What follows belongs to an exercise in optimizing a design on an open flow for small area, a short achievable clock period and few clock cycles per item; a production flow would make more cautious choices.
At most, simulation tests tie the RTL to the original design; equivalence was not proved.
No functional check of the RTL was part of runs 1 to 5.
Power and IR drop assume default switching activity.

==> config.mk <==
export PLATFORM = sky130hd
export DESIGN_NAME = speaker_tone_frequency_meter_top
export DESIGN_NICKNAME = speaker_tone_frequency_meter_top
export VERILOG_FILES = /design/flow/design.v
export SDC_FILE = /design/flow/constraint.sdc
export NUM_CORES = 4
export LEC_CHECK = 0
export CAP_MARGIN = 20
export CORE_MARGIN = 2
export CORE_UTILIZATION = 40
export SETUP_SLACK_MARGIN = 3.0
export SLEW_MARGIN = 20
==> constraint.sdc <==
create_clock -name core_clock -period 8.0 [get_ports {clk}]
set_input_delay 1.6000 -clock core_clock [delete_from_list [all_inputs] [get_ports {clk}]]
set_output_delay 1.6000 -clock core_clock [all_outputs]
set_load 0.01 [all_outputs]
==> design.v <==
`timescale 1ns / 1ps
package stfm_pkg;
  localparam int FREQ_W   = 26;
  localparam int TIME_W   = 32;
  localparam int MODE_LSB = 3;
  localparam logic [FREQ_W-1:0] FREQ_MAX = {FREQ_W{1'b1}};
  typedef enum logic [1:0] {
    CMD_WRITE = 2'd0,
    CMD_SYNC  = 2'd1,
    CMD_RESET = 2'd2,
    CMD_NOP   = 2'd3
  } cmd_code_t;
  typedef struct packed {
    logic [1:0]        command;
    logic [7:0]        latch_data;
    logic [TIME_W-1:0] cycle_time;
  } cmd_t;
  typedef struct packed {
    logic [FREQ_W-1:0] tone_frequency;
    logic [7:0]        latch_value;
    logic [1:0]        video_mode;
  } res_t;
  typedef struct packed {
    logic done;
    logic saturated;
  } div_status_t;
endpackage
`timescale 1ns / 1ps
`timescale 1ns / 1ps
module speaker_tone_frequency_meter_top #(
  parameter int CYCLES_PER_SECOND = 3546900
) (
  input  logic            clk,
  input  logic            rst,
  input  logic            cmd_valid,
  output logic            cmd_stall,
  input  logic [1:0]      cmd_command,
  input  logic [7:0]      cmd_latch_data,
  input  logic [31:0]     cmd_cycle_time,
  output logic            res_valid,
  input  logic            res_stall,
  output logic [25:0]     res_tone_frequency,
  output logic [7:0]      res_latch_value,
  output logic [1:0]      res_video_mode
);
  localparam int FW = stfm_pkg::FREQ_W;
  localparam int TW = stfm_pkg::TIME_W;
  localparam int PW = 59;
  localparam int LW = FW + 1;
  localparam int NW = 53;
  localparam int SK = 8;
  localparam logic [NW-1:0] HALF_RATE = NW'(CYCLES_PER_SECOND / 2);
  localparam logic [NW-1:0] P_LAST    = NW'((64'(CYCLES_PER_SECOND / 2) << TW) -
                                            64'(CYCLES_PER_SECOND / 2));
  logic [7:0]     latch_byte;
  logic [TW-1:0]  last_toggle_time;
  logic [PW-1:0]  prod;
  logic [TW-1:0]  gap_acc;
  logic [FW-1:0]  frequency_reg;
  logic           rv;
  logic           busy;
  logic           fix;
  logic           hold;
  logic           chk;
  logic [4:0]     cnt;
  logic           accept;
  logic           acc_w;
  logic           acc_s;
  logic           acc_r;
  logic           tog;
  logic           toggle;
  logic           t_nz;
  logic           back;
  logic [TW:0]    shifted;
  logic [TW:0]    add_b;
  logic           add_c;
  logic [TW+1:0]  add_s;
  logic           ge;
  logic [TW-1:0]  rem_next;
  logic [TW+SK:0] g_or;
  logic           skip;
  logic           eligible;
  assign cmd_stall          = hold | (rv & res_stall);
  assign accept             = cmd_valid & ~cmd_stall;
  assign toggle             = cmd_latch_data[0] ^ latch_byte[0];
  assign t_nz               = (last_toggle_time != '0);
  assign back               = cmd_cycle_time < last_toggle_time;
  assign res_valid          = rv;
  assign res_tone_frequency = frequency_reg;
  assign res_latch_value    = latch_byte;
  assign res_video_mode     = latch_byte[stfm_pkg::MODE_LSB +: 2];
  assign shifted  = prod[PW-1:LW-1];
  always_comb begin
    if (busy) begin
      add_b = ~shifted;
      add_c = 1'b0;
    end else if (fix) begin
      add_b = ~{last_toggle_time, 1'b0};
      add_c = 1'b1;
    end else if (cmd_command[0]) begin
      add_b = {1'b0, last_toggle_time};
      add_c = 1'b1;
    end else begin
      add_b = {last_toggle_time, 1'b0};
      add_c = 1'b0;
    end
  end
  assign add_s    = {2'b0, gap_acc} + {1'b0, add_b} + (TW+2)'(add_c);
  assign ge       = ~add_s[TW+1];
  assign rem_next = ge ? ~add_s[TW-1:0] : shifted[TW-1:0];
  always_comb begin
    g_or = '0;
    for (int i = TW - 1; i >= 0; i--) g_or[i] = g_or[i+1] | gap_acc[i];
  end
  assign skip     = (cnt > 5'(SK)) && g_or[SK] && ((prod[PW-1:LW] & ~g_or[TW+SK:SK+1]) == '0);
  assign eligible = t_nz && (prod >= PW'(2 * HALF_RATE));
  assign acc_w = accept && (cmd_command == 2'd0);
  assign acc_s = accept && (cmd_command == 2'd1);
  assign acc_r = accept && (cmd_command == 2'd2);
  assign tog   = acc_w && toggle;
  always_ff @(posedge clk) begin
    if (rst) begin
      latch_byte       <= '0;
      last_toggle_time <= '0;
      frequency_reg    <= '0;
      rv               <= 1'b0;
      busy             <= 1'b0;
      fix              <= 1'b0;
      hold             <= 1'b0;
      chk              <= 1'b0;
    end else begin
      if (rv && !res_stall) rv <= 1'b0;
      if (fix) begin
        fix  <= 1'b0;
        hold <= 1'b0;
      end
      if (accept) begin
        rv <= 1'b1;
      end
      if (acc_w) begin
        latch_byte <= cmd_latch_data;
      end
      if (tog) begin
        last_toggle_time <= cmd_cycle_time;
        if (t_nz && back) begin
          fix  <= 1'b1;
          hold <= 1'b1;
        end
      end
      if (acc_s) begin
        last_toggle_time <= '0;
        if (eligible) begin
          busy <= 1'b1;
          hold <= 1'b1;
          chk  <= 1'b1;
          rv   <= 1'b0;
        end else begin
          frequency_reg <= '0;
        end
      end
      if (acc_r) begin
        latch_byte       <= '0;
        last_toggle_time <= '0;
        frequency_reg    <= '0;
      end
      if (busy) begin
        chk <= 1'b0;
        if (chk && gap_acc == '0) begin
          frequency_reg <= '0;
          busy          <= 1'b0;
          hold          <= 1'b0;
          rv            <= 1'b1;
        end else if (chk && ge) begin
          frequency_reg <= stfm_pkg::FREQ_MAX;
          busy          <= 1'b0;
          hold          <= 1'b0;
          rv            <= 1'b1;
        end else if (cnt == 5'd1) begin
          frequency_reg <= {prod[FW-2:0], ge};
          busy          <= 1'b0;
          hold          <= 1'b0;
          rv            <= 1'b1;
        end
      end
    end
  end
  always_ff @(posedge clk) begin
    if (tog && !t_nz) begin
      prod    <= '0;
      gap_acc <= ~cmd_cycle_time;
    end else begin
      if (tog) begin
        prod[NW-1:0] <= (prod[NW-1:0] == P_LAST) ? '0 : prod[NW-1:0] + HALF_RATE;
      end else if (busy) begin
        if (skip) begin
          prod <= {prod[PW-SK-1:0], SK'(0)};
        end else begin
          prod <= {rem_next, prod[LW-2:0], ge};
        end
      end
      if ((tog && back) || fix || acc_s) begin
        gap_acc <= add_s[TW-1:0];
      end
    end
    if (!busy) begin
      cnt <= 5'(LW);
    end else if (skip) begin
      cnt <= cnt - 5'(SK);
    end else begin
      cnt <= cnt - 5'd1;
    end
  end
endmodule
==> run.sh <==
#!/bin/bash
# synth_recipe.tcl (not shown) runs the flow's synth.tcl, then flattens the netlist and writes it again
# the make line also repeats each setting of config.mk as NAME=value (left out here)
make -C /OpenROAD-flow-scripts/flow DESIGN_CONFIG=/design/flow/config.mk WORK_HOME=/design/flow/orfs CLKGATE_MAP_FILE= SYNTH_SCRIPT=/design/flow/synth_recipe.tcl finish
==> impl_metrics.toml, run 1 <==
[outcome]
status = "timing/DRC/antenna clean"

[cells_and_area]
n_antenna_cell = 0
utilization = 0.461
finalNonFillerCells = 2042
top_regs = "prod (59), gap_acc (32), last_toggle_time (32)"
drive_above_1_share = 0.0650
finalNetCount = 1748
area_delta_synth_final_pct = 12.9
final_cell_mix = "a21oi_1, nand2_1, dfxtp_1"
fin_area_mm2 = 0.0142
largest_register = "prod"
largest_reg_flops = 59
final_common_cell = "a21oi_1"
multi_input_area_mm2 = 0.00818
register_area_mm2 = 0.00366
fillCellCount = 3126

[logic_synthesis]
synth_top_family_by_area = "compound AO/OA/AOI/OAI gates"
synth_compound_area_frac = 0.274
yosys.area.top_type_share = 0.215
synth_nets = 1760
seq_area_frac_synth = 0.292
synthCells = 1645
ys_ff_latch = 167
ys_types = 88
yosysWarnings = 1
syn_avg_cell_area_um2 = 7.63
synthAdderAreaFrac = 0.0699
synth-main-ff-cell = "dfxtp_1"
synth_area_mm2 = 0.0126
async_flop_share = 0
synth.area.top_cells = "dfxtp_1, a21oi_1, edfxtp_1"
synthXorXnorAreaFrac = 0.0251
yosys.area_share.simple = 0.218
synth_area_leader_cell = "dfxtp_1"
synth.mux.area_fraction = 0.0561
synth_edf_count = 32

[global_route]
grt_pass1_vias = 11659
grt_pass1_wl_mm = 68.6
grt_start_max_net_pins = 61
overflow = 0
antenna_found_initial = 0
grtUsageTotal = 0.264

[power_and_ir_drop]
pwr-share-seq = 0.427
vdd_drop_max_v = 0.000155
p_sw_frac = 0.428
p_int_mw = 1.89
p_leak_nw = 5.26
p_clk_frac = 0.263
p_sw_mw = 1.42
p_per_area_mw_per_mm2 = 234
power_frac_comb = 0.310

[die]
core_region_area_mm2 = 0.0307
die_area_mm2 = 0.0328
fp.dieW_um = 181
rows = 64
start_util = 0.408
dieHeight_um = 181
io_pins = 84

[critical_path]
cp_data_arrival_time_ns = 5.19
worst_setup_path_end_kind = "flip-flop"
crit_type = "in2reg"
timing.critical_path.required_ns = 8.32
start_kind = "input port"
cp_max_fo = 49
rr_worst_depth = 13

[placed_design]
dp_hpwl_mm = 30.9
portBuffers = 83
gp_congestion = 0.946
placed_cell_area_mm2 = 0.0135
dp_cells = 2006

[sta]
finalHoldViolations = 0
rsz0062_at_grt = "no"
fin_tns_setup_ns = 0
worst_pin_slew_ns = 1.06
setup_viol_count_final = 0
max_freq_mhz = 205
clock_skew_ns = 0.0164
period_minus_slack_ns = 4.87
timing.final.crit_share = 0.609
slew_violations = 0
maxSlewHeadroom = 0.292

[clocking]
clockBufferDepth = 2
cts_made_buffers = 17
cts.root.buffer_cell = "clkbuf_16"
clkTransAtPathRegs_ns = 0.08
cts_tree = "done"
clock_sinks = 167
insertion_delay_ns = 0.46
ctsHtreeMaxLevel = 4

[routing]
wirelength_mm = 43.7
ant_nets = 0
routed_via_density = 6.21
route.detailed.wl_per_inst_um = 21.4
drc = 0
dr.pass1.iters = 7
dr_total_vias = 12685
drtIter0Drc = 1330

[hold_path]
hold_class = "reg2reg"
hold_depth = 2

[flow_run]
cap_viol_max_count = 0
per-stage QoR:
step | setup WS (ns) | hold slack [ns] | power, mW
2_1_floorplan | 3.11 | 0.463 | 2.02
3_3_place_gp | 2.03 | 0.436 | 2.41
3_5_place_dp | 1.94 | 0.442 | 2.41
4_1_cts | 3.01 | 0.459 | 3.29
5_1_grt | 2.99 | 0.486 | 3.48
6_report | 3.13 | 0.452 | 3.31
per-layer routing:
| metal | vias up | track usage | share of wire |
|---|---|---|---|
| li1 | 6032 | - | - |
| met1 | 6110 | 0.374 | 0.46 |
| met2 | 477 | 0.405 | 0.44 |
| met3 | 66 | 0.0383 | 0.066 |
| met4 | 0 | 0.0979 | 0.029 |
| met5 | - | 0 | 0 |
repair_timing:
item | in CTS | in global routing
pin swaps | 2 | 1
gates resized for setup | 5 | 11
hold buffers | 0 | 0
buffers inserted | 3 | 0
endpoints found under the setup margin | 60 | 65
endpoints found under the hold margin | 0 | 0
critical path, stage by stage:
cell,delay (ns)
buf_2,0.21
buf_12,0.24
a211oi_1,0.11
a21o_1,0.19
fa_1,0.43
fa_1,0.43
nor2b_1,0.25
o211a_1,0.20
o311ai_2,0.20
and2_1,0.23
o311a_1,0.44
or3_1,0.40
o211ai_1,0.10
a31oi_1,0.10
cell usage after synthesis, types with 5 or more instances:
master      n
nand4_1    31
and3_1     22
xnor2_1    21
o221ai_1    7
clkbuf_1   82
nand2b_1   21
a221o_1     9
and2_1     12
edfxtp_1   32
a21o_1     27
a211oi_1   11
buf_2      25
a21oi_1   222
o21a_1     12
a311oi_1    7
inv_1      64
o221a_2     5
buf_1      13
or3_1      10
buf_4       9
ha_1       67
xor2_1     15
nor2b_1    13
a221oi_1   14
o21bai_1    5
o21ai_0   106
nor2_1    101
dfxtp_1   135
a41o_1      5
nor4_1     26
a31oi_1    14
nor3_1     41
nor3b_1     5
o211ai_1   42
mux2_2     12
nand2_1   216
o21ai_1     7
nand3_1    32
mux2i_1    52
a222oi_1    6
power groups by stage:
stage	Clock (mW)	Combinational (mW)	Sequential (mW)
finish	0.871	1.03	1.41
CTS	0.890	1.01	1.40
global placement	0	0.988	1.42
global route	0.921	1.13	1.43
floorplan	0	0.902	1.11
detailed placement	0	0.999	1.41
layout make-up:
| type | count | share of cell area |
|---|---|---|
| Timing Repair Buffer | 100 | 0.0695 |
| Multi-Input combinational cell | 1283 | 0.577 |
| Sequential cell | 167 | 0.258 |
| Clock buffer | 18 | 0.0310 |
| Clock inverter | 14 | 0.0122 |
| Inverter | 64 | 0.0169 |
| Tap cell | 396 | 0.0349 |
kinds of logic (layout without fill, tap and decap cells):
family | count (synthesis) | after routing
buf+inv | 195 | 196
fa+ha+maj | 69 | 69
simple gates | 563 | 563
xor+xnor | 36 | 36
mux | 68 | 68
flops | 167 | 167
compound gates | 547 | 547
worst paths after layout:
kind                                        start                 to  slack (ns)
worst min register to register  frequency_reg[11]  frequency_reg[11]        0.45
worst max-delay path               cmd_command[0]           prod[49]        3.13
worst min-delay path            frequency_reg[11]  frequency_reg[11]        0.45
worst max register to register               busy           prod[49]        3.45
==> run 2, diff against run 1 <==
--- a/config.mk
+++ b/config.mk
@@ -9,4 +9,4 @@
 export CORE_MARGIN = 2
 export CORE_UTILIZATION = 40
-export SETUP_SLACK_MARGIN = 3.0
+export SETUP_SLACK_MARGIN = 4.0
 export SLEW_MARGIN = 20
==> run 2 against run 1 <==
Net effect: final cell count increased by 5.2%; register-to-register slack improved by 0.51 ns; clock-buffer cell count unchanged; cell area increased by 16%; largest cell class unchanged; largest power group unchanged; still clean; clock skew increased by 0.0013 ns; power increased by 8.0%; critical path type unchanged; die area unchanged.
==> impl_metrics.toml, run 2 <==
[logic_synthesis]
yosysWarnings = 1
ys_types = 88
syn_avg_cell_area_um2 = 7.63
synth_area_mm2 = 0.0126
synth.area.top_cells = "dfxtp_1, a21oi_1, edfxtp_1"
ys_ff_latch = 167
synth.most_common_cell = "a21oi_1"
synthCells = 1645
yosys-top-cells-count = "a21oi_1, nand2_1, dfxtp_1, o21ai_0, nor2_1"
yosys.area.top_type_share = 0.215
synth_nets = 1760
synth_area_leader_cell = "dfxtp_1"
synth-main-ff-cell = "dfxtp_1"
async_flop_share = 0
seq_area_frac_synth = 0.292
synth_edf_count = 32

[global_route]
grt_start_max_net_pins = 61
overflow = 0
antenna_found_initial = 0
grt_pass1_wl_mm = 71.9
grt_pass1_vias = 12563
grtUsageTotal = 0.278

[sta]
setup_ws_ns = 3.68
slew_violations = 0
fin_tns_setup_ns = 0
worst_pin_slew_ns = 1.39
clock_skew_ns = 0.0176
timing.final.crit_share = 0.540
finalHoldViolations = 0
setup_viol_count_final = 0
maxSlewHeadroom = 0.0725
max_freq_mhz = 231
period_minus_slack_ns = 4.32
hold_slack_ns = 0.447
rsz0062_at_grt = "yes"

[hold_path]
hold_class = "reg2reg"

[power_and_ir_drop]
power_frac_comb = 0.362
p_leak_nw = 6.12
p_clk_frac = 0.242
vdd_drop_max_v = 0.000191
pwr-share-seq = 0.397
p_int_mw = 2.03
p_sw_frac = 0.431
p_sw_mw = 1.54
p_per_area_mw_per_mm2 = 217

[routing]
drtIter0Drc = 1724
dr_total_vias = 13730
route.detailed.wl_per_inst_um = 22.3
dr.pass1.iters = 5
routed_via_density = 6.39
wirelength_mm = 48.0
ant_nets = 0
drc = 0

[placed_design]
portBuffers = 83
dp_hpwl_mm = 30.7
post-place-ws_ns = 1.73
placed_cell_area_mm2 = 0.0137
gp_congestion = 0.929

[clocking]
cts_tree = "done"
cts_hold_buffers = 0
clockBufferDepth = 2
ctsHtreeMaxLevel = 4
clock_sinks = 167
cts_made_buffers = 17
insertion_delay_ns = 0.47
cts.root.buffer_cell = "clkbuf_16"
clkTransAtPathRegs_ns = 0.08

[flow_run]
cap_viol_max_count = 0

[critical_path]
r2r_start = "busy"
cp-startpoint = "cmd_command[0]"
timing.critical_path.required_ns = 8.33
cp_data_arrival_time_ns = 4.65
start_kind = "input port"
rr_worst_depth = 12
endpoint = "prod[49]"
worst_setup_path_end_kind = "flip-flop"
crit_type = "in2reg"
ff2ff_setup_slack_ns = 3.96
r2r_end = "prod[39]"
cp_max_fo = 12

[die]
core_region_area_mm2 = 0.0307
start_util = 0.408
rows = 64
dieHeight_um = 181
fp.dieW_um = 181
io_pins = 84
die_area_mm2 = 0.0328

[cells_and_area]
largest_reg_flops = 59
area_delta_synth_final_pct = 31.5
n_antenna_cell = 0
final_cell_mix = "nand2_1, a21oi_1, dfxtp_1"
multi_input_area_mm2 = 0.00941
register_area_mm2 = 0.00367
finalNetCount = 1855
fin_area_mm2 = 0.0165
drive_above_1_share = 0.213
final_common_cell = "nand2_1"
largest_register = "prod"
fillCellCount = 2849
top_regs = "prod (59), gap_acc (32), last_toggle_time (32)"

[outcome]
status = "timing/DRC/antenna clean"
-- run 2: timing repair --
item,in CTS,in global routing
endpoints found under the hold margin,0,0
setup buffers,66,28
resized for setup,123,132
pin swaps,65,81
setup endpoints to repair,135,124
gates cloned,10,4
-- run 2: final cells by class --
type                       count  share of cell area
multi-input combinational   1288               0.570
clock inverter                14             0.00887
timing repair inverter         1            0.000455
inverter                      64              0.0148
timing repair buffer         201               0.127
clock buffer                  18              0.0266
tap                          396              0.0300
sequential                   167               0.222
-- run 2: power by group through the flow --
| stage | clock, mW | sequential (mW) | combinational (mW) |
|---|---|---|---|
| floorplan | 0 | 1.12 | 0.925 |
| global placement | 0 | 1.40 | 1.01 |
| detailed placement | 0 | 1.40 | 1.03 |
| CTS | 0.869 | 1.38 | 1.15 |
| global route | 0.903 | 1.43 | 1.39 |
| finish | 0.863 | 1.42 | 1.29 |
-- run 2: through the flow --
step | power [mW] | util | cells
final | 3.57 | 0.537 | 2149
after global routing | 3.72 | 0.537 | 2149
after CTS | 3.40 | 0.506 | 2116
after detailed placement | 2.43 | 0.447 | 2008
after global placement | 2.41 | 0.447 | 2008
after floorplan | 2.04 | - | 1645
-- run 2: kinds of logic (layout without fill, tap and decap cells) --
| logic type | count (synthesis) | in the layout | synth area share |
|---|---|---|---|
| AOI/OAI and AO/OA | 547 | 548 | 0.274 |
| and+or+nand+nor | 563 | 567 | 0.218 |
| adders and majority gates | 69 | 69 | 0.0699 |
| xor gates and xnor gates | 36 | 36 | 0.0251 |
| buffers and inverters | 195 | 298 | 0.0647 |
| muxes | 68 | 68 | 0.0561 |
| DFF | 167 | 167 | 0.292 |
-- run 2: layer usage --
metal	up-vias	global-route usage	routed length, um
li1	6263	-	-
met1	6596	0.372	20100
met2	733	0.445	21900
met3	138	0.0492	4090
met4	0	0.107	1830
met5	-	0	0
-- run 2: how the worst min path moves through the flow --
stage | from | endpoint | slack, ns | depth (start not counted)
after CTS | frequency_reg[3] | frequency_reg[3] | 0.45 | 2
after global routing | frequency_reg[16] | frequency_reg[16] | 0.47 | 2
final | frequency_reg[8] | frequency_reg[8] | 0.45 | 2
after floorplan | prod[58] | prod[58] | 0.46 | 2
after global placement | frequency_reg[5] | frequency_reg[5] | 0.44 | 2
after detailed placement | frequency_reg[3] | frequency_reg[3] | 0.44 | 2
-- run 2: worst max-delay path, stage by stage --
cell and delay (ns):
bufbuf_16 0.25, nand2_1 0.06, o211ai_1 0.09, a21oi_2 0.20, a21oi_1 0.07, ha_1 0.33, buf_4 0.16, a21oi_1 0.27
o221ai_4 0.17, or2_4 0.28, o211a_4 0.27, buf_4 0.14, buf_8 0.14, or3_1 0.37, o211ai_1 0.12, a31oi_1 0.11
==> run 3, diff against run 2 <==
--- a/design.v
+++ b/design.v
@@ -63,4 +63,5 @@
   logic           hold;
   logic           chk;
+  logic           sat;
   logic [4:0]     cnt;
   logic           accept;
@@ -129,4 +130,5 @@
       hold             <= 1'b0;
       chk              <= 1'b0;
+      sat              <= 1'b0;
     end else begin
       if (rv && !res_stall) rv <= 1'b0;
@@ -164,6 +166,8 @@
         frequency_reg    <= '0;
       end
+      sat <= 1'b0;
       if (busy) begin
         chk <= 1'b0;
+        sat <= chk && ge;
         if (chk && gap_acc == '0) begin
           frequency_reg <= '0;
@@ -171,5 +175,5 @@
           hold          <= 1'b0;
           rv            <= 1'b1;
-        end else if (chk && ge) begin
+        end else if (sat) begin
           frequency_reg <= stfm_pkg::FREQ_MAX;
           busy          <= 1'b0;
--- a/config.mk
+++ b/config.mk
@@ -9,4 +9,4 @@
 export CORE_MARGIN = 2
 export CORE_UTILIZATION = 40
-export SETUP_SLACK_MARGIN = 4.0
+export SETUP_SLACK_MARGIN = 5.0
 export SLEW_MARGIN = 20
==> run 3 against run 2 <==
Net effect: largest power group unchanged; setup slack worse by 0.16 ns; highest routed layer unchanged; sequential cell count rose by 1; die area about the same; critical endpoint is now prod[53]; first-iteration DRC count decreased by 0.87%; clock skew is 0.0024 ns lower; synthesized area hardly changed; clock-buffer cell count did not move; power rose by 5.2%; fmax is 3.6% lower; synthesized cell count shrank 1.3%; register-to-register slack got worse by 0.26 ns.
==> impl_metrics.toml, run 3 <==
[cells_and_area]
final_cell_mix = "a21oi_1, nand2_1, buf_4"
final_common_cell = "a21oi_1"
drive_above_1_share = 0.303
largest_register = "prod"
finalNetCount = 1928
utilization = 0.579
largest_reg_flops = 59
area_delta_synth_final_pct = 41.9
n_antenna_cell = 0
top_regs = "prod (59), gap_acc (32), last_toggle_time (32)"

[clocking]
clkTransAtPathRegs_ns = 0.08
cts_hold_buffers = 0
cts_made_buffers = 17
clockBufferDepth = 2
cts_tree = "done"
cts.root.buffer_cell = "clkbuf_16"
insertion_delay_ns = 0.48
ctsHtreeMaxLevel = 4
clock_sinks = 168

[logic_synthesis]
synth-main-ff-cell = "dfxtp_1"
syn_avg_cell_area_um2 = 7.73
seq_area_frac_synth = 0.293
synth_area_mm2 = 0.0126
synth_area_leader_cell = "dfxtp_1"
ys_ff_latch = 168
synthCells = 1624
yosys.area.top_type_share = 0.217
synth.most_common_cell = "a21oi_1"
yosysWarnings = 1
synth_nets = 1739
async_flop_share = 0
synth_edf_count = 32
ys_types = 97
yosys-top-cells-count = "a21oi_1, nand2_1, nor2_1, dfxtp_1, o21ai_0"
synth.area.top_cells = "dfxtp_1, a21oi_1, edfxtp_1"

[die]
die_area_mm2 = 0.0328
dieHeight_um = 181
rows = 64
core_region_area_mm2 = 0.0307
io_pins = 84
fp.dieW_um = 181
start_util = 0.408

[routing]
dr_total_vias = 14078
routed_via_density = 6.34
drtIter0Drc = 1709
wirelength_mm = 51.0
ant_nets = 0
dr.pass1.iters = 6
route.detailed.wl_per_inst_um = 22.9
drc = 0

[power_and_ir_drop]
p_sw_frac = 0.427
p_int_mw = 2.16
p_leak_nw = 7.22
p_per_area_mw_per_mm2 = 211
pwr-share-seq = 0.389
vdd_drop_max_v = 0.000185
p_clk_frac = 0.227
power_frac_comb = 0.384
p_sw_mw = 1.61

[critical_path]
path_buf_inv = 4
start_kind = "input port"
timing.critical_path.required_ns = 8.38
worstPathCellList = "buf_16, nor2_1, or2_4, fa_2, fa_2, nor2b_4, o31a_1, nor4_4, buf_4, o211ai_1, buf_4, a31oi_4, o21ai_2, a21oi_2, xor2_2, buf_4, o221a_2"
worst_setup_path_end_kind = "flip-flop"
cp_max_fo = 6
slowest_delay_ns = 0.40
crit_family = "compound AO/OA/AOI/OAI gates"
crit_slowest_cell = "fa_2"
crit_path_frequent_cell = "buf_4"
crit_type = "in2reg"
cp_data_arrival_time_ns = 4.86

[sta]
maxSlewHeadroom = 0.404
setup_viol_count_final = 0
clock_skew_ns = 0.0152
timing.final.crit_share = 0.560
finalHoldViolations = 0
rsz0062_at_grt = "yes"
period_minus_slack_ns = 4.48
max_freq_mhz = 223
fin_tns_setup_ns = 0
worst_pin_slew_ns = 0.892
slew_violations = 0

[global_route]
overflow = 0
grt_start_max_net_pins = 70
grt_pass1_vias = 12914
grtUsageTotal = 0.289
antenna_found_initial = 0
grt_pass1_wl_mm = 74.7

[outcome]
status = "timing/DRC/antenna clean"

[hold_path]
hold_class = "reg2reg"

[placed_design]
portBuffers = 83
dp_hpwl_mm = 29.9
gp_congestion = 0.933

[flow_run]
cap_viol_max_count = 0
==> run 3: cell count changes after synthesis, moves of 9 or more <==
| cell | delta |
|---|---|
| nand2_1 | -57 |
| nor2_1 | +57 |
| o211ai_1 | -30 |
| a211oi_1 | +29 |
| o2bb2ai_1 | +26 |
| o21ai_0 | -22 |
| a21oi_1 | -19 |
| nand3_1 | +13 |
| nand2b_1 | -11 |
| mux2i_1 | -10 |
| nand4_1 | -9 |
==> run 3: worst paths after layout <==
| path | startpoint | to | slack (ns) | depth (start not counted) |
|---|---|---|---|---|
| max | cmd_command[0] | prod[53] | 3.52 | 17 |
| min | frequency_reg[8] | frequency_reg[8] | 0.46 | 1 |
| max reg2reg | fix | prod[53] | 3.70 | 17 |
| min reg2reg | frequency_reg[8] | frequency_reg[8] | 0.46 | 1 |
==> run 3: cells by family (layout without fill, tap and decap cells) <==
| logic type | after synthesis | in the layout | share of synthesized area |
|---|---|---|---|
| AOI/OAI and AO/OA | 545 | 550 | 0.283 |
| xor gates and xnor gates | 41 | 41 | 0.0286 |
| adders and majority gates | 69 | 69 | 0.0700 |
| buffers and inverters | 202 | 395 | 0.0685 |
| DFF | 168 | 168 | 0.293 |
| muxes | 64 | 64 | 0.0541 |
| and+or+nand+nor | 535 | 539 | 0.202 |
==> run 3: area by class of cell <==
| cell class | instances | area (um2) |
|---|---|---|
| fillers | 2629 | 12900 |
| multi-input cells | 1263 | 9770 |
| flip-flops and latches | 168 | 3690 |
| repair buffers | 297 | 3040 |
| well taps | 396 | 495 |
| clock buffers | 18 | 439 |
| inverters | 66 | 248 |
| clock inverters | 14 | 139 |
==> run 3: layer usage <==
| metal | vias to the layer above | track usage | share of wire |
|---|---|---|---|
| met2 | 759 | 0.472 | 0.47 |
| met4 | 0 | 0.100 | 0.036 |
| met3 | 147 | 0.0595 | 0.089 |
| li1 | 6357 | - | - |
| met1 | 6815 | 0.380 | 0.41 |
| met5 | - | 0 | 0 |
==> run 3: metrics by stage <==
stage          cells  hold WS, ns  instance area, um2  total power, mW  worst slack [ns]
3_3_place_gp    1985        0.446               13700             2.49              1.97
4_1_cts         2157        0.467               16600             3.56              3.67
3_5_place_dp    1985        0.447               13700             2.50              1.88
5_1_grt         2222        0.480               17800             3.91              3.47
2_1_floorplan   1624        0.462               13000             2.13              3.49
6_report        2222        0.462               17800             3.76              3.52
==> run 3: timing repair <==
item / 4_1_cts / 5_1_grt
pin swaps: 101 / 72
cloned: 14 / 8
resized for setup: 358 / 146
buffers inserted: 126 / 56
setup endpoints to repair: 166 / 160
==> run 3: power by group through the flow <==
stage | Combinational [mW] | Sequential, mW | Clock (mW)
2_1_floorplan | 1.00 | 1.13 | 0
3_3_place_gp | 1.04 | 1.44 | 0
3_5_place_dp | 1.06 | 1.44 | 0
4_1_cts | 1.27 | 1.43 | 0.859
5_1_grt | 1.54 | 1.47 | 0.896
6_report | 1.44 | 1.46 | 0.854
==> run 4, diff against run 3 <==
--- a/design.v
+++ b/design.v
@@ -51,4 +51,5 @@
   localparam int SK = 8;
   localparam logic [NW-1:0] HALF_RATE = NW'(CYCLES_PER_SECOND / 2);
+  localparam int KB = $clog2(CYCLES_PER_SECOND / 2 + 1);
   localparam logic [NW-1:0] P_LAST    = NW'((64'(CYCLES_PER_SECOND / 2) << TW) -
                                             64'(CYCLES_PER_SECOND / 2));
@@ -62,4 +63,5 @@
   logic           fix;
   logic           hold;
+  logic           gcalc;
   logic           chk;
   logic           sat;
@@ -76,4 +78,5 @@
   logic [TW:0]    add_b;
   logic           add_c;
+  logic [TW+2:0]  add_w;
   logic [TW+1:0]  add_s;
   logic           ge;
@@ -93,5 +96,8 @@
   assign shifted  = prod[PW-1:LW-1];
   always_comb begin
-    if (busy) begin
+    if (gcalc) begin
+      add_b = {1'b0, last_toggle_time};
+      add_c = 1'b1;
+    end else if (busy) begin
       add_b = ~shifted;
       add_c = 1'b0;
@@ -99,7 +105,4 @@
       add_b = ~{last_toggle_time, 1'b0};
       add_c = 1'b1;
-    end else if (cmd_command[0]) begin
-      add_b = {1'b0, last_toggle_time};
-      add_c = 1'b1;
     end else begin
       add_b = {last_toggle_time, 1'b0};
@@ -107,5 +110,6 @@
     end
   end
-  assign add_s    = {2'b0, gap_acc} + {1'b0, add_b} + (TW+2)'(add_c);
+  assign add_w    = {2'b0, gap_acc, 1'b1} + {1'b0, add_b, add_c};
+  assign add_s    = add_w[TW+2:1];
   assign ge       = ~add_s[TW+1];
   assign rem_next = ge ? ~add_s[TW-1:0] : shifted[TW-1:0];
@@ -115,5 +119,5 @@
   end
   assign skip     = (cnt > 5'(SK)) && g_or[SK] && ((prod[PW-1:LW] & ~g_or[TW+SK:SK+1]) == '0);
-  assign eligible = t_nz && (prod >= PW'(2 * HALF_RATE));
+  assign eligible = t_nz && (prod[PW-1:KB] != '0);
   assign acc_w = accept && (cmd_command == 2'd0);
   assign acc_s = accept && (cmd_command == 2'd1);
@@ -129,4 +133,5 @@
       fix              <= 1'b0;
       hold             <= 1'b0;
+      gcalc            <= 1'b0;
       chk              <= 1'b0;
       sat              <= 1'b0;
@@ -151,13 +156,18 @@
       end
       if (acc_s) begin
+        if (eligible) begin
+          busy  <= 1'b1;
+          hold  <= 1'b1;
+          gcalc <= 1'b1;
+          rv    <= 1'b0;
+        end else begin
+          last_toggle_time <= '0;
+          frequency_reg    <= '0;
+        end
+      end
+      if (gcalc) begin
         last_toggle_time <= '0;
-        if (eligible) begin
-          busy <= 1'b1;
-          hold <= 1'b1;
-          chk  <= 1'b1;
-          rv   <= 1'b0;
-        end else begin
-          frequency_reg <= '0;
-        end
+        gcalc            <= 1'b0;
+        chk              <= 1'b1;
       end
       if (acc_r) begin
@@ -167,5 +177,5 @@
       end
       sat <= 1'b0;
-      if (busy) begin
+      if (busy && !gcalc) begin
         chk <= 1'b0;
         sat <= chk && ge;
@@ -196,5 +206,5 @@
       if (tog) begin
         prod[NW-1:0] <= (prod[NW-1:0] == P_LAST) ? '0 : prod[NW-1:0] + HALF_RATE;
-      end else if (busy) begin
+      end else if (busy && !gcalc) begin
         if (skip) begin
           prod <= {prod[PW-SK-1:0], SK'(0)};
@@ -203,9 +213,9 @@
         end
       end
-      if ((tog && back) || fix || acc_s) begin
+      if ((tog && back) || fix || gcalc) begin
         gap_acc <= add_s[TW-1:0];
       end
     end
-    if (!busy) begin
+    if (!busy || gcalc) begin
       cnt <= 5'(LW);
     end else if (skip) begin
--- a/config.mk
+++ b/config.mk
@@ -8,5 +8,5 @@
 export CAP_MARGIN = 20
 export CORE_MARGIN = 2
-export CORE_UTILIZATION = 40
-export SETUP_SLACK_MARGIN = 5.0
+export CORE_UTILIZATION = 55
+export SETUP_SLACK_MARGIN = 4.5
 export SLEW_MARGIN = 20
==> run 4 against run 3 <==
Net effect: final cell count shrank 9.5%; global-route usage grew 7.1 points; register-to-register slack gained 0.49 ns; clock-buffer cell count is the same; sequential cell count grew 1; core utilization grew 12 points; first-iteration DRC count grew 20%; highest routed layer unchanged.
==> impl_metrics.toml, run 4 <==
[sta]
clock_skew_ns = 0.0136
maxSlewHeadroom = 0.260
fin_tns_setup_ns = 0
setup_viol_count_final = 0
rsz0062_at_grt = "yes"
period_minus_slack_ns = 3.81
max_freq_mhz = 263
setup_ws_ns = 4.19
timing.final.crit_share = 0.476
slew_violations = 0
worst_pin_slew_ns = 1.10
finalHoldViolations = 0

[logic_synthesis]
yosys.area.top_type_share = 0.219
yosys-top-cells-count = "nand2_1, o21ai_0, a21oi_1, dfxtp_1, nor2_1"
synth-main-ff-cell = "dfxtp_1"
synth_area_mm2 = 0.0125
ys_ff_latch = 169
syn_avg_cell_area_um2 = 7.67
async_flop_share = 0
synth_nets = 1744
synth.area.top_cells = "dfxtp_1, edfxtp_1, ha_1"
seq_area_frac_synth = 0.296
synth_edf_count = 32
synth.most_common_cell = "nand2_1"
yosysWarnings = 1
ys_types = 80
synthCells = 1629
synth_area_leader_cell = "dfxtp_1"

[critical_path]
crit_slowest_cell = "dfxtp_1"
cp_data_arrival_time_ns = 4.12
crit_type = "reg2reg"
slowest_delay_ns = 0.63
timing.critical_path.required_ns = 8.31
worstPathCellList = "nand2_1, o211ai_1, o21ai_1, ha_2, nand4_1, buf_4, nor3_4, o2111ai_2, a21oi_2, nor3b_4, buf_4, o311ai_2, xor2_1, nand2_1, o21ai_1"
worst_setup_path_end_kind = "flip-flop"
start_kind = "flip-flop"
cp_max_fo = 9

[routing]
ant_nets = 0
route.detailed.wl_per_inst_um = 23.3
drc = 0
routed_via_density = 6.69
dr_total_vias = 13470
wirelength_mm = 46.9
dr.pass1.iters = 8
drtIter0Drc = 2046

[cells_and_area]
drive_above_1_share = 0.169
largest_reg_flops = 59
top_regs = "prod (59), gap_acc (32), last_toggle_time (32)"
finalNetCount = 1827
fin_area_mm2 = 0.0156
largest_register = "prod"
final_common_cell = "nand2_1"
final_cell_mix = "nand2_1, a21oi_1, o21ai_0"
area_delta_synth_final_pct = 25.1

[global_route]
met2_usage = 0.553
grt_pass1_vias = 11812
grt_use_met3 = 0.0832
grt_start_max_net_pins = 45
grt_busiest_layer = "met2"
grt.met1_usage = 0.479
grtUsageTotal = 0.360
antenna_found_initial = 2
overflow = 0
grt_pass1_wl_mm = 67.4

[die]
die_area_mm2 = 0.0239
start_util = 0.555
io_pins = 84
fp.dieW_um = 155
rows = 55
core_region_area_mm2 = 0.0225
dieHeight_um = 155

[clocking]
clkTransAtPathRegs_ns = 0.08
insertion_delay_ns = 0.46
cts_made_buffers = 17
cts_tree = "done"
ctsHtreeMaxLevel = 4
clockBufferDepth = 2
clock_sinks = 169
cts.root.buffer_cell = "clkbuf_16"

[power_and_ir_drop]
p_leak_nw = 6.12
p_per_area_mw_per_mm2 = 218
vdd_drop_max_v = 0.000159

[placed_design]
dp_hpwl_mm = 26.9
post-place-ws_ns = 2.39
placed_cell_area_mm2 = 0.0133
portBuffers = 83
gp_congestion = 0.925

[flow_run]
cap_viol_max_count = 0

[outcome]
status = "timing/DRC/antenna clean"

[hold_path]
hold_class = "reg2reg"
run 4: worst paths after layout:
kind                   endpoint  slack, ns           from  depth (start not counted)
setup / recovery    gap_acc[30]       4.19       prod[42]                         15
hold / removal    latch_byte[7]       0.50  latch_byte[7]                          2
setup reg to reg    gap_acc[30]       4.19       prod[42]                         15
hold reg to reg   latch_byte[7]       0.50  latch_byte[7]                          2
run 4: area by class of cell:
| cell class | count | area, um2 |
|---|---|---|
| inverters | 59 | 221 |
| clock inverters | 14 | 150 |
| fillers | 1835 | 6870 |
| repair buffers | 189 | 2030 |
| well taps | 285 | 357 |
| multi-input cells | 1276 | 8710 |
| flip-flops and latches | 169 | 3720 |
| clock buffers | 18 | 439 |
| diodes | 2 | 5.00 |
run 4: critical path: cells and delay by family, from the launching register on:
kind | cells | cell delay [ns]
flip-flops | 1 | 0.63
XOR/XNOR | 1 | 0.32
AO/OA/AOI/OAI | 6 | 1.14
adder cells (fa/ha/maj) | 1 | 0.39
AND/OR/NAND/NOR | 5 | 0.79
buffers and inverters | 2 | 0.39
run 4: routing by layer:
metal | up-vias | share of wire | wire (um)
li1 | 6144 | - | -
met2 | 839 | 0.44 | 20800
met3 | 174 | 0.11 | 5110
met4 | 0 | 0.051 | 2380
met5 | - | 0 | 0
met1 | 6313 | 0.40 | 18600
run 4: cell families (layout without fill, tap and decap cells):
kind of cell	count (synthesis)	in the layout	synth area share
AO/OA/AOI/OAI	563	567	0.283
AND/OR/NAND/NOR	532	534	0.208
buffers and inverters	190	280	0.0640
flip-flops	169	169	0.296
XOR/XNOR	71	71	0.0498
adder cells (fa/ha/maj)	69	69	0.0697
multiplexers	35	35	0.0300
other	0	2	0
run 4: metrics by stage:
| step | utilization | hold WS [ns] | instances | power [mW] |
|---|---|---|---|---|
| 2_1_floorplan | - | 0.446 | 1629 | 1.99 |
| 3_3_place_gp | 0.592 | 0.475 | 1881 | 2.31 |
| 3_5_place_dp | 0.592 | 0.480 | 1881 | 2.33 |
| 4_1_cts | 0.658 | 0.499 | 1962 | 3.24 |
| 5_1_grt | 0.695 | 0.520 | 2010 | 3.53 |
| 6_report | 0.695 | 0.496 | 2012 | 3.41 |
run 4: where the power goes:
part           internal, mW  total [mW]  switching [mW]
Sequential             1.03        1.44           0.411
Clock                 0.427       0.865           0.438
Combinational         0.498        1.10           0.606
Total                  1.95        3.41            1.46
run 4: repair_timing:
action | in CTS | in global routing
buffers inserted | 38 | 41
resized for setup | 123 | 105
hold buffers | 0 | 0
setup endpoints to repair | 160 | 98
pin swaps | 38 | 74
cloned | 11 | 7
==> run 5, diff against run 4 <==
--- a/config.mk
+++ b/config.mk
@@ -8,5 +8,5 @@
 export CAP_MARGIN = 20
 export CORE_MARGIN = 2
-export CORE_UTILIZATION = 55
+export CORE_UTILIZATION = 40
 export SETUP_SLACK_MARGIN = 4.5
 export SLEW_MARGIN = 20
==> run 5 against run 4 <==
Net effect: still clean on timing, DRC and antenna; final cell count is 5.5% higher; sequential cell count unchanged; clock skew is 0.0038 ns higher; critical path depth is the same; global-route usage shrank 9.0 points; cell area rose by 1.3%; combinational power is essentially flat; non-clock buffer count is 5 lower; core utilization decreased by 18 points; largest cell class unchanged; highest routed layer is now met5.
==> impl_metrics.toml, run 5 <==
[clocking]
insertion_delay_ns = 0.46
ctsHtreeMaxLevel = 4
clock_sinks = 169
clockBufferDepth = 2
cts_made_buffers = 17
clkTransAtPathRegs_ns = 0.08
cts_tree = "done"
cts.root.buffer_cell = "clkbuf_16"
cts_hold_buffers = 0

[routing]
route.detailed.wl_per_inst_um = 21.9
ant_nets = 0
wl_met2_mm = 20.5
wl_met1_mm = 19.9
dr.max_layer_used = "met5"
drtIter0Drc = 1583
drc = 0
dr.pass1.iters = 7
dr_total_vias = 13154
wl_met3_mm = 3.99
wirelength_mm = 46.4
routed_via_density = 6.20

[critical_path]
crit_family = "compound AO/OA/AOI/OAI gates"
worstPathCellList = "buf_8, xor2_1, o211ai_1, o21ai_0, ha_2, a21oi_4, o21ai_2, a221oi_4, a211oi_4, o32ai_4, o21ba_4, buf_6, nand4_1, o21ai_1, a211oi_1"
crit_slowest_cell = "dfxtp_4"
crit_type = "reg2reg"
worst_setup_path_end_kind = "flip-flop"
ff2ff_setup_slack_ns = 4.33
cp_data_arrival_time_ns = 4.02
timing.critical_path.required_ns = 8.34
path_buf_inv = 2
slowest_delay_ns = 0.50
start_kind = "flip-flop"
cp_max_fo = 7

[global_route]
grtUsageTotal = 0.270
grt_pass1_vias = 12101
grt_start_max_net_pins = 71
antenna_found_initial = 2
overflow = 0
grt_pass1_wl_mm = 70.6

[power_and_ir_drop]
p_sw_mw = 1.39
p_clk_frac = 0.263
power_frac_comb = 0.320
p_per_area_mw_per_mm2 = 215
p_sw_frac = 0.408
power_mw = 3.41
vdd_drop_max_v = 0.000153
p_leak_nw = 6.15
p_int_mw = 2.02
pwr-share-seq = 0.417

[cells_and_area]
largest_reg_flops = 59
finalNonFillerCells = 2122
drive_above_1_share = 0.180
final_cell_mix = "nand2_1, a21oi_1, o21ai_0"
n_antenna_cell = 0
final_common_cell = "nand2_1"
register_area_mm2 = 0.00372
top_regs = "prod (59), gap_acc (32), last_toggle_time (32)"
largest_register = "prod"
multi_input_area_mm2 = 0.00883
fillCellCount = 2915
area_delta_synth_final_pct = 26.7
finalNetCount = 1828

[hold_path]
hold_class = "reg2reg"

[die]
io_pins = 84
fp.dieW_um = 181
rows = 64
dieHeight_um = 181
start_util = 0.407
core_region_area_mm2 = 0.0307
die_area_mm2 = 0.0327

[logic_synthesis]
synth-main-ff-cell = "dfxtp_1"
synth_area_mm2 = 0.0125
yosys.area.top_type_share = 0.219
synth.most_common_cell = "nand2_1"
yosys-top-cells-count = "nand2_1, o21ai_0, a21oi_1, dfxtp_1, nor2_1"
synthCells = 1629
syn_avg_cell_area_um2 = 7.67
seq_area_frac_synth = 0.296
ys_types = 80
synth_edf_count = 32
synth_nets = 1744
yosysWarnings = 1
synth.area.top_cells = "dfxtp_1, edfxtp_1, ha_1"
synth_area_leader_cell = "dfxtp_1"
ys_ff_latch = 169
async_flop_share = 0

[flow_run]
cap_viol_max_count = 0

[sta]
finalHoldViolations = 0
worst_pin_slew_ns = 0.876
maxSlewHeadroom = 0.412
setup_viol_count_final = 0
clock_skew_ns = 0.0175
slew_violations = 0
max_freq_mhz = 272
fin_tns_setup_ns = 0
rsz0062_at_grt = "yes"
setup_ws_ns = 4.33
timing.final.crit_share = 0.459
period_minus_slack_ns = 3.67

[placed_design]
post-place-ws_ns = 2.29
gp_congestion = 0.921
dp_hpwl_mm = 28.2
portBuffers = 83
dp_cells = 1992

[outcome]
status = "timing/DRC/antenna clean"
## run 5: cell types whose count changed in the layout (fill, tap and decap cells not counted), sizes merged, moves of 2 or more
cell / delta
diode: -2
o21ba: +5
bufinv: +2
dlymetal6s2s: +4
clkdlybuf4s50: -2
clkinvlp: +2
bufbuf: -2
clkinv: -4
dlygate4sd2: -4
## run 5: metrics by stage
step | hold slack [ns] | instance area [um2] | util
after floorplan | 0.446 | 12600 | -
after global placement | 0.475 | 13500 | 0.439
after detailed placement | 0.485 | 13500 | 0.439
after CTS | 0.504 | 15300 | 0.497
after global routing | 0.525 | 15800 | 0.516
final | 0.496 | 15800 | 0.516
## run 5: cell families after synthesis
| family | share of synthesized area |
|---|---|
| AO/OA/AOI/OAI | 0.283 |
| AND/OR/NAND/NOR | 0.208 |
| buffers and inverters | 0.0640 |
| flip-flops | 0.296 |
| XOR/XNOR | 0.0498 |
| adder cells (fa/ha/maj) | 0.0697 |
| multiplexers | 0.0300 |
## run 5: power by group through the flow
stage          Clock (mW)  Sequential (mW)  Combinational, mW
2_1_floorplan           0             1.13              0.861
3_3_place_gp            0             1.42              0.904
3_5_place_dp            0             1.41              0.918
4_1_cts             0.907             1.39               1.01
5_1_grt             0.941             1.44               1.19
6_report            0.895             1.42               1.09
## run 5: worst paths after layout
path / start / to / cells after the start
hold / removal: latch_byte[7] / latch_byte[7] / 2
setup / recovery: fix / prod[56] / 15
hold reg to reg: latch_byte[7] / latch_byte[7] / 2
setup reg to reg: fix / prod[56] / 15
## run 5: layer usage
| metal | track usage | vias to the layer above |
|---|---|---|
| li1 | - | 6153 |
| met1 | 0.369 | 6213 |
| met2 | 0.416 | 662 |
| met3 | 0.0506 | 124 |
| met4 | 0.115 | 2 |
| met5 | 0 | - |
## run 5: what timing repair did
item / 4_1_cts / 5_1_grt
pin swaps: 59 / 72
setup endpoints to repair: 128 / 121
gates resized for setup: 159 / 106
cloned: 15 / 5
buffers inserted: 53 / 25
## run 5: layout make-up
cell class,instances,area share
clock buffer,19,0.0293
sequential,169,0.235
clock inverter,13,0.00964
tap,396,0.0313
timing repair buffer,184,0.123
inverter,59,0.0143
multi-input combinational,1282,0.558
## run 5: worst min-delay path: cells and delay by family, from the launching register on
family           cells  cell delay [ns]
AND/OR/NAND/NOR      1             0.07
AO/OA/AOI/OAI        1             0.06
flip-flops           1             0.33
==> run 6, diff against run 5 <==
--- a/design.v
+++ b/design.v
@@ -51,5 +51,4 @@
   localparam int SK = 8;
   localparam logic [NW-1:0] HALF_RATE = NW'(CYCLES_PER_SECOND / 2);
-  localparam int KB = $clog2(CYCLES_PER_SECOND / 2 + 1);
   localparam logic [NW-1:0] P_LAST    = NW'((64'(CYCLES_PER_SECOND / 2) << TW) -
                                             64'(CYCLES_PER_SECOND / 2));
@@ -119,5 +118,5 @@
   end
   assign skip     = (cnt > 5'(SK)) && g_or[SK] && ((prod[PW-1:LW] & ~g_or[TW+SK:SK+1]) == '0);
-  assign eligible = t_nz && (prod[PW-1:KB] != '0);
+  assign eligible = t_nz && (prod >= PW'(2 * HALF_RATE));
   assign acc_w = accept && (cmd_command == 2'd0);
   assign acc_s = accept && (cmd_command == 2'd1);
==> run 6 against run 5 <==
Net effect: setup slack improved by 0.041 ns; sequential cell count stayed put; wire length up 3.6%; synthesized cell count increased by 7.6%; synthesized area rose by 2.4%; largest power group unchanged; clock power fell by 5.1%; combinational power is 4% lower; core utilization is 1.9 points lower; worst hold slack got worse by 0.034 ns; non-clock buffer count fell by 3.
==> impl_metrics.toml, run 6 <==
[die]
core_region_area_mm2 = 0.0316
rows = 65
die_area_mm2 = 0.0334
dieHeight_um = 183
start_util = 0.406
io_pins = 84
fp.dieW_um = 183

[placed_design]
gp_congestion = 0.935
portBuffers = 83
dp_cells = 2101
dp_hpwl_mm = 30.3

[logic_synthesis]
synthAdderAreaFrac = 0.0681
synth_edf_count = 32
synthCells = 1753
synthXorXnorAreaFrac = 0.0493
synth.area.top_cells = "dfxtp_1, o21ai_0, edfxtp_1"
yosys.area.top_type_share = 0.214
async_flop_share = 0
synth_compound_area_frac = 0.252
seq_area_frac_synth = 0.289
yosysWarnings = 1
syn_avg_cell_area_um2 = 7.30
synth.most_common_cell = "nand2_1"
yosys.area_share.simple = 0.235
ys_types = 81
synth_top_family_by_area = "compound AO/OA/AOI/OAI gates"
synth_area_mm2 = 0.0128
synth-main-ff-cell = "dfxtp_1"
ys_ff_latch = 169
synth.mux.area_fraction = 0.0389
yosys-top-cells-count = "nand2_1, o21ai_0, a21oi_1, dfxtp_1, nor2_1"
synth_area_leader_cell = "dfxtp_1"
synth_nets = 1868

[hold_path]
hold_depth = 2
hold_start = "frequency_reg[16]"
hold_class = "reg2reg"
min_to = "frequency_reg[16]"

[clocking]
ctsHtreeMaxLevel = 4
cts_tree = "done"
clock_sinks = 169
cts_made_buffers = 17
insertion_delay_ns = 0.47
clkTransAtPathRegs_ns = 0.09
cts_hold_buffers = 0
clockBufferDepth = 2
cts.root.buffer_cell = "clkbuf_16"

[critical_path]
crit_slowest_cell = "fa_2"
ff2ff_setup_slack_ns = 4.37
cp_data_arrival_time_ns = 4.02
r2r_start = "fix"
cp_max_fo = 10
crit_path_frequent_cell = "mux2_4"
start_kind = "flip-flop"
worstPathCellList = "clkbuf_16, nand2b_4, o21ai_0, mux2_4, fa_2, a21oi_4, o21ai_2, a211oi_4, buf_6, o22ai_4, o41a_1, xor2_1, mux2_4, o211a_1, a311oi_1"
crit_type = "reg2reg"
timing.critical_path.required_ns = 8.38
slowest_delay_ns = 0.41
r2r_end = "prod[46]"
rr_worst_depth = 15
worst_setup_path_end_kind = "flip-flop"

[cells_and_area]
drive_above_1_share = 0.148
final_common_cell = "nand2_1"
finalNonFillerCells = 2217
n_antenna_cell = 0
final_cell_mix = "nand2_1, o21ai_0, a21oi_1"
finalNetCount = 1918
top_regs = "prod (59), gap_acc (32), last_toggle_time (32)"
area_delta_synth_final_pct = 22.7
largest_reg_flops = 59
largest_register = "prod"
fillCellCount = 3113

[power_and_ir_drop]
p_sw_mw = 1.44
p_per_area_mw_per_mm2 = 212
p_leak_nw = 6.09
vdd_drop_max_v = 0.000178
pwr-share-seq = 0.430
p_sw_frac = 0.431
power_frac_comb = 0.316
p_clk_frac = 0.255
p_int_mw = 1.90

[global_route]
grt_pass1_wl_mm = 73.7
grt_start_max_net_pins = 70
grt_pass1_vias = 12374
antenna_found_initial = 0
overflow = 0
grtUsageTotal = 0.284

[sta]
period_minus_slack_ns = 3.63
slew_violations = 0
clock_skew_ns = 0.0179
setup_viol_count_final = 0
timing.final.crit_share = 0.454
hold_slack_ns = 0.463
worst_pin_slew_ns = 0.995
maxSlewHeadroom = 0.331
fin_tns_setup_ns = 0
finalHoldViolations = 0
rsz0062_at_grt = "yes"
max_freq_mhz = 275

[routing]
wirelength_mm = 48.1
drtIter0Drc = 1594
routed_via_density = 6.15
dr.pass1.iters = 8
ant_nets = 0
dr_total_vias = 13634
drc = 0
route.detailed.wl_per_inst_um = 21.7

[flow_run]
cap_viol_max_count = 0

[outcome]
status = "timing/DRC/antenna clean"
-- run 6: cell count changes in the layout (fill, tap and decap cells not counted), sizes merged, moves of 22 or more --
| cell | before | now |
|---|---|---|
| nand3 | 40 | 65 |
| o211ai | 38 | 10 |
| nand2 | 195 | 259 |
| o21ai | 175 | 217 |
| a2bb2oi | 22 | 0 |
-- run 6: layer usage --
metal	global-route usage	part of all wire
met4	0.114	0.040
met5	0	0
met3	0.0417	0.078
met2	0.459	0.46
met1	0.381	0.42
-- run 6: worst max path at each step --
stage,start,to,depth (start not counted)
6_report,fix,prod[46],15
5_1_grt,fix,prod[46],15
4_1_cts,res_stall,cmd_stall,4
3_5_place_dp,res_stall,prod[29],10
3_3_place_gp,res_stall,prod[44],10
2_1_floorplan,res_stall,gap_acc[0],8
-- run 6: critical path: cells and delay by family, from the launching register on --
kind                       cells  cell delay, ns
AOI/OAI and AO/OA              8            1.45
xor gates and xnor gates       1            0.19
adders and majority gates      1            0.41
buffers and inverters          2            0.36
DFF                            1            0.40
muxes                          2            0.63
and+or+nand+nor                1            0.08
-- run 6: stage by stage --
step / power (mW) / setup slack (ns) / instance area [um2] / utilization
after floorplan: 1.98 / 4.42 / 12900 / -
after global placement: 2.33 / 2.65 / 13700 / 0.434
after detailed placement: 2.33 / 2.55 / 13700 / 0.434
after CTS: 3.25 / 4.41 / 15200 / 0.483
after global routing: 3.48 / 4.32 / 15700 / 0.498
final: 3.34 / 4.37 / 15700 / 0.498
-- run 6: cell families (layout without fill, tap and decap cells) --
logic type | after synthesis | after routing
AOI/OAI and AO/OA | 537 | 538
DFF | 169 | 169
buffers and inverters | 216 | 271
and+or+nand+nor | 644 | 650
muxes | 46 | 46
adders and majority gates | 69 | 69
xor gates and xnor gates | 72 | 72
-- run 6: timing repair --
| item | CTS | global route |
|---|---|---|
| gates resized for setup | 141 | 76 |
| cloned | 10 | 2 |
| pin swaps | 51 | 43 |
| buffers inserted | 49 | 24 |
| endpoints found under the setup margin | 128 | 118 |
-- run 6: power groups by stage --
stage,logic (mW),registers (mW),clock network (mW)
3_3_place_gp,0.900,1.42,0
6_report,1.05,1.43,0.849
2_1_floorplan,0.886,1.09,0
3_5_place_dp,0.910,1.43,0
4_1_cts,0.985,1.40,0.860
5_1_grt,1.15,1.44,0.888
-- run 6: final cells by class --
type | count | area, um2 | share of cell area
Multi-Input combinational cell | 1375 | 8900 | 0.567
Clock buffer | 17 | 425 | 0.0271
Sequential cell | 169 | 3720 | 0.237
Tap cell | 402 | 503 | 0.0320
Timing Repair Buffer | 181 | 1780 | 0.114
Clock inverter | 14 | 145 | 0.00924
Inverter | 59 | 230 | 0.0147
Testbench counts of run 6, summed over its fixed seeds: cycles 14,295, items 8,330.
==> run 7, diff against run 6 <==
--- a/design.v
+++ b/design.v
@@ -51,4 +51,5 @@
   localparam int SK = 8;
   localparam logic [NW-1:0] HALF_RATE = NW'(CYCLES_PER_SECOND / 2);
+  localparam int KB = $clog2(CYCLES_PER_SECOND / 2 + 1);
   localparam logic [NW-1:0] P_LAST    = NW'((64'(CYCLES_PER_SECOND / 2) << TW) -
                                             64'(CYCLES_PER_SECOND / 2));
@@ -73,4 +74,5 @@
   logic           toggle;
   logic           t_nz;
+  logic           t_nz_d;
   logic           back;
   logic [TW:0]    shifted;
@@ -87,5 +89,5 @@
   assign accept             = cmd_valid & ~cmd_stall;
   assign toggle             = cmd_latch_data[0] ^ latch_byte[0];
-  assign t_nz               = (last_toggle_time != '0);
+  assign t_nz               = t_nz_d;
   assign back               = cmd_cycle_time < last_toggle_time;
   assign res_valid          = rv;
@@ -118,5 +120,5 @@
   end
   assign skip     = (cnt > 5'(SK)) && g_or[SK] && ((prod[PW-1:LW] & ~g_or[TW+SK:SK+1]) == '0);
-  assign eligible = t_nz && (prod >= PW'(2 * HALF_RATE));
+  assign eligible = t_nz && (prod[PW-1:KB] != '0);
   assign acc_w = accept && (cmd_command == 2'd0);
   assign acc_s = accept && (cmd_command == 2'd1);
@@ -126,5 +128,5 @@
     if (rst) begin
       latch_byte       <= '0;
-      last_toggle_time <= '0;
+      t_nz_d           <= 1'b0;
       frequency_reg    <= '0;
       rv               <= 1'b0;
@@ -148,5 +150,5 @@
       end
       if (tog) begin
-        last_toggle_time <= cmd_cycle_time;
+        t_nz_d           <= (cmd_cycle_time != '0);
         if (t_nz && back) begin
           fix  <= 1'b1;
@@ -161,10 +163,10 @@
           rv    <= 1'b0;
         end else begin
-          last_toggle_time <= '0;
+          t_nz_d           <= 1'b0;
           frequency_reg    <= '0;
         end
       end
       if (gcalc) begin
-        last_toggle_time <= '0;
+        t_nz_d           <= 1'b0;
         gcalc            <= 1'b0;
         chk              <= 1'b1;
@@ -172,5 +174,5 @@
       if (acc_r) begin
         latch_byte       <= '0;
-        last_toggle_time <= '0;
+        t_nz_d           <= 1'b0;
         frequency_reg    <= '0;
       end
@@ -199,4 +201,7 @@
   end
   always_ff @(posedge clk) begin
+    if (tog) begin
+      last_toggle_time <= cmd_cycle_time;
+    end
     if (tog && !t_nz) begin
       prod    <= '0;
==> flow/run.sh (new file) <==
#!/bin/bash
# The standard layout, with plain buffers (buf_2) as the port buffers that
# global placement inserts. Make's full output goes to make.log here; each
# ORFS step keeps its own log under orfs/logs/.
set -euo pipefail
bash standard.sh "BUFFER_PORTS_ARGS=-buffer_cell sky130_fd_sc_hd__buf_2" finish > make.log 2>&1
==> standard.sh (new file) <==
#!/bin/bash
# synth_recipe.tcl (not shown) runs the flow's synth.tcl, then flattens the netlist and writes it again
# the make line also repeats each setting of config.mk as NAME=value (left out here)
make -C /OpenROAD-flow-scripts/flow DESIGN_CONFIG=/design/flow/config.mk WORK_HOME=/design/flow/orfs CLKGATE_MAP_FILE= SYNTH_SCRIPT=/design/flow/synth_recipe.tcl "${@:-finish}"
--- a/config.mk
+++ b/config.mk
@@ -9,4 +9,4 @@
 export CORE_MARGIN = 2
 export CORE_UTILIZATION = 40
-export SETUP_SLACK_MARGIN = 4.5
+export SETUP_SLACK_MARGIN = 3.5
 export SLEW_MARGIN = 20
removed: run.sh
==> run 7 against run 6 <==
Net effect: clock skew is 0.00052 ns lower; final cell count fell by 11%; clock power rose by 0.6%; critical path depth fell by 2; register-to-register slack got worse by 0.64 ns; synthesized cell count decreased by 11%; combinational power is 55% lower; global-route usage shrank 4.2 points; first-iteration DRC count down 12%; largest power group unchanged.
==> impl_metrics.toml, run 7 <==
[placed_design]
portBuffers = 83
dp_cells = 1932
dp_hpwl_mm = 28.3
gp_congestion = 0.912

[critical_path]
crit_family = "compound AO/OA/AOI/OAI gates"
rr_worst_depth = 13
worst_setup_path_end_kind = "flip-flop"
cp_data_arrival_time_ns = 4.67
worstPathCellList = "buf_6, nand2_1, o21ai_0, o21ai_0, ha_1, o21ai_0, a211oi_1, o2111ai_1, a21oi_1, o21ai_2, a31o_4, a2111oi_0, o221a_1"
timing.critical_path.required_ns = 8.40
cp_max_fo = 40
ff2ff_setup_slack_ns = 3.73
crit_slowest_cell = "a2111oi_0"
slowest_delay_ns = 0.62
r2r_end = "prod[43]"
r2r_start = "busy"
crit_type = "reg2reg"
path_buf_inv = 1
start_kind = "flip-flop"
crit_path_frequent_cell = "o21ai_0"

[sta]
max_freq_mhz = 234
maxSlewHeadroom = 0.287
finalHoldViolations = 0
hold_slack_ns = 0.472
rsz0062_at_grt = "no"
slew_violations = 0
setup_viol_count_final = 0
fin_tns_setup_ns = 0
clock_skew_ns = 0.0173
worst_pin_slew_ns = 1.07
period_minus_slack_ns = 4.27
timing.final.crit_share = 0.534

[clocking]
clkTransAtPathRegs_ns = 0.08
cts_tree = "done"
cts_setup_buffers = 0
clockBufferDepth = 2
clock_sinks = 170
cts_hold_buffers = 0
ctsHtreeMaxLevel = 4
insertion_delay_ns = 0.46
cts.root.buffer_cell = "clkbuf_16"
cts_made_buffers = 17

[routing]
routed_via_density = 6.08
drc = 0
ant_nets = 0
dr.pass1.iters = 7
route.detailed.wl_per_inst_um = 20.3
drtIter0Drc = 1402
dr_total_vias = 11946
wirelength_mm = 39.9

[cells_and_area]
largest_reg_flops = 59
final_cell_mix = "nand2_1, o21ai_0, dfxtp_1"
area_delta_synth_final_pct = 10.1
final_common_cell = "nand2_1"
top_regs = "prod (59), gap_acc (32), last_toggle_time (32)"
finalNetCount = 1671
largest_register = "prod"
finalNonFillerCells = 1965
n_antenna_cell = 0
drive_above_1_share = 0.111

[die]
start_util = 0.405
die_area_mm2 = 0.0323
dieHeight_um = 180
rows = 64
fp.dieW_um = 180
io_pins = 84
core_region_area_mm2 = 0.0305

[logic_synthesis]
yosys-top-cells-count = "nand2_1, o21ai_0, dfxtp_1, a21oi_1, nor2_1"
synth_nets = 1670
synth_area_leader_cell = "dfxtp_1"
syn_avg_cell_area_um2 = 7.94
synth.most_common_cell = "nand2_1"
synth.area.top_cells = "dfxtp_1, edfxtp_1, o21ai_0"
async_flop_share = 0
synth-main-ff-cell = "dfxtp_1"
ys_ff_latch = 170
yosys.area.top_type_share = 0.172
synth_edf_count = 64
synthCells = 1555
yosysWarnings = 1
seq_area_frac_synth = 0.327
synth_area_mm2 = 0.0123
ys_types = 82

[power_and_ir_drop]
p_leak_nw = 5.43
p_per_area_mw_per_mm2 = 174
vdd_drop_max_v = 0.000143
power_mw = 2.37

[global_route]
antenna_found_initial = 0
grt_pass1_vias = 11088
grtUsageTotal = 0.242
overflow = 0
grt_pass1_wl_mm = 63.1
grt_start_max_net_pins = 74

[hold_path]
min_to = "frequency_reg[14]"
hold_depth = 2
hold_start = "frequency_reg[14]"
hold_class = "reg2reg"

[flow_run]
cap_viol_max_count = 0

[outcome]
status = "timing/DRC/antenna clean"
## run 7: logic make-up (layout without fill, tap and decap cells)
logic type | Yosys count | count (layout) | synth area share
xor gates and xnor gates | 72 | 72 | 0.0511
muxes | 44 | 44 | 0.0368
and+or+nand+nor | 494 | 494 | 0.189
adders and majority gates | 69 | 69 | 0.0705
buffers and inverters | 184 | 197 | 0.0602
AOI/OAI and AO/OA | 522 | 523 | 0.265
DFF | 170 | 170 | 0.327
## run 7: cell type report
cell class,count,area (um2)
multi-input cells,1202,7640
fillers,3068,16900
flip-flops and latches,170,4050
repair buffers,101,562
well taps,396,495
clock buffers,18,439
clock inverters,14,159
inverters,64,245
## run 7: metrics by stage
step / utilization / area (um2) / setup WS (ns)
after floorplan: - / 12400 / 3.62
after global placement: 0.424 / 12900 / 2.87
after detailed placement: 0.424 / 12900 / 2.70
after CTS: 0.444 / 13500 / 3.59
after global routing: 0.446 / 13600 / 3.50
final: 0.446 / 13600 / 3.73
## run 7: worst register-to-register path, cell delays in order (launching register included)
cell and delay [ns]:
dfxtp_4 0.56, buf_6 0.35, nand2_1 0.15, o21ai_0 0.11, o21ai_0 0.12, ha_1 0.40, o21ai_0 0.15, a211oi_1 0.35
o2111ai_1 0.23, a21oi_1 0.34, o21ai_2 0.19, a31o_4 0.36, a2111oi_0 0.63, o221a_1 0.29
## run 7: how the worst max path moves through the flow
stage	from	cells past startpoint	slack [ns]	to
after floorplan	res_stall	9	3.62	gap_acc[0]
after global placement	res_stall	11	2.87	prod[35]
after detailed placement	res_stall	10	2.70	gap_acc[2]
after CTS	res_stall	10	3.59	gap_acc[5]
after global routing	busy	15	3.50	prod[52]
final	busy	13	3.73	prod[43]
## run 7: routing by layer
layer / part of all wire / vias to the layer above / GRT usage
met1: 0.46 / 5591 / 0.349
met2: 0.45 / 562 / 0.372
met5: 0 / - / 0
met3: 0.079 / 61 / 0.0423
met4: 0.018 / 0 / 0.0647
li1: - / 5732 / -
## run 7: what timing repair did
| item | CTS | global route |
|---|---|---|
| gates resized for setup | 4 | 11 |
| cloned | 0 | 1 |
| endpoints found under the setup margin | 50 | 50 |
| pin swaps | 0 | 1 |
## run 7: report_power, final
part	switching, mW	internal (mW)	leakage, nW
clock	0.403	0.451	0.290
sequential	0.0963	0.945	1.44
combinational	0.292	0.180	3.70
Testbench counts of run 7, summed over its fixed seeds: cycles 14,295, items 8,330.

what the ideal ports hide:
Ports are ideal in the flow. The routed layouts listed here were re-timed in OpenROAD.
Step 1, drivers: a clkbuf_16 drives clk and a buf_2 each remaining input, both assumed.
Step 2 adds t to the input delays and takes it off the output delays; t is the mean of the earliest and latest rising clock arrival at the registers after step 1. Input paths then give back, and output paths get back, about the clock's delay inside the block.
Three values: ideal, step 1, step 2; two values: the first two.
run | shift t [ns] | setup WS [ns] | worst setup path after step 2 | cell pins on the clock port's net
run 1 | 0.506 | 3.131 / 3.154 / 2.648 | input to register | 1
run 2 | 0.514 | 3.678 / 3.521 / 3.007 | input to register | 1
run 3 | 0.525 | 3.516 / 3.304 / 2.779 | input to register | 1
run 4 | 0.506 | 4.193 / 4.193 / 3.878 | input to register | 1
run 5 | 0.498 | 4.326 / 4.326 / 3.893 | input to register | 1
run 6 | 0.513 | 4.367 / 4.367 / 4.088 | input to register | 1
run 7 | 0.504 | 3.728 / 3.728 / 3.333 | input to register | 1
After both steps every run listed still meets setup and hold. For run 3, which loses most, drivers alone change the setup slack by -0.212 ns; drivers and shift together by -0.737 ns.
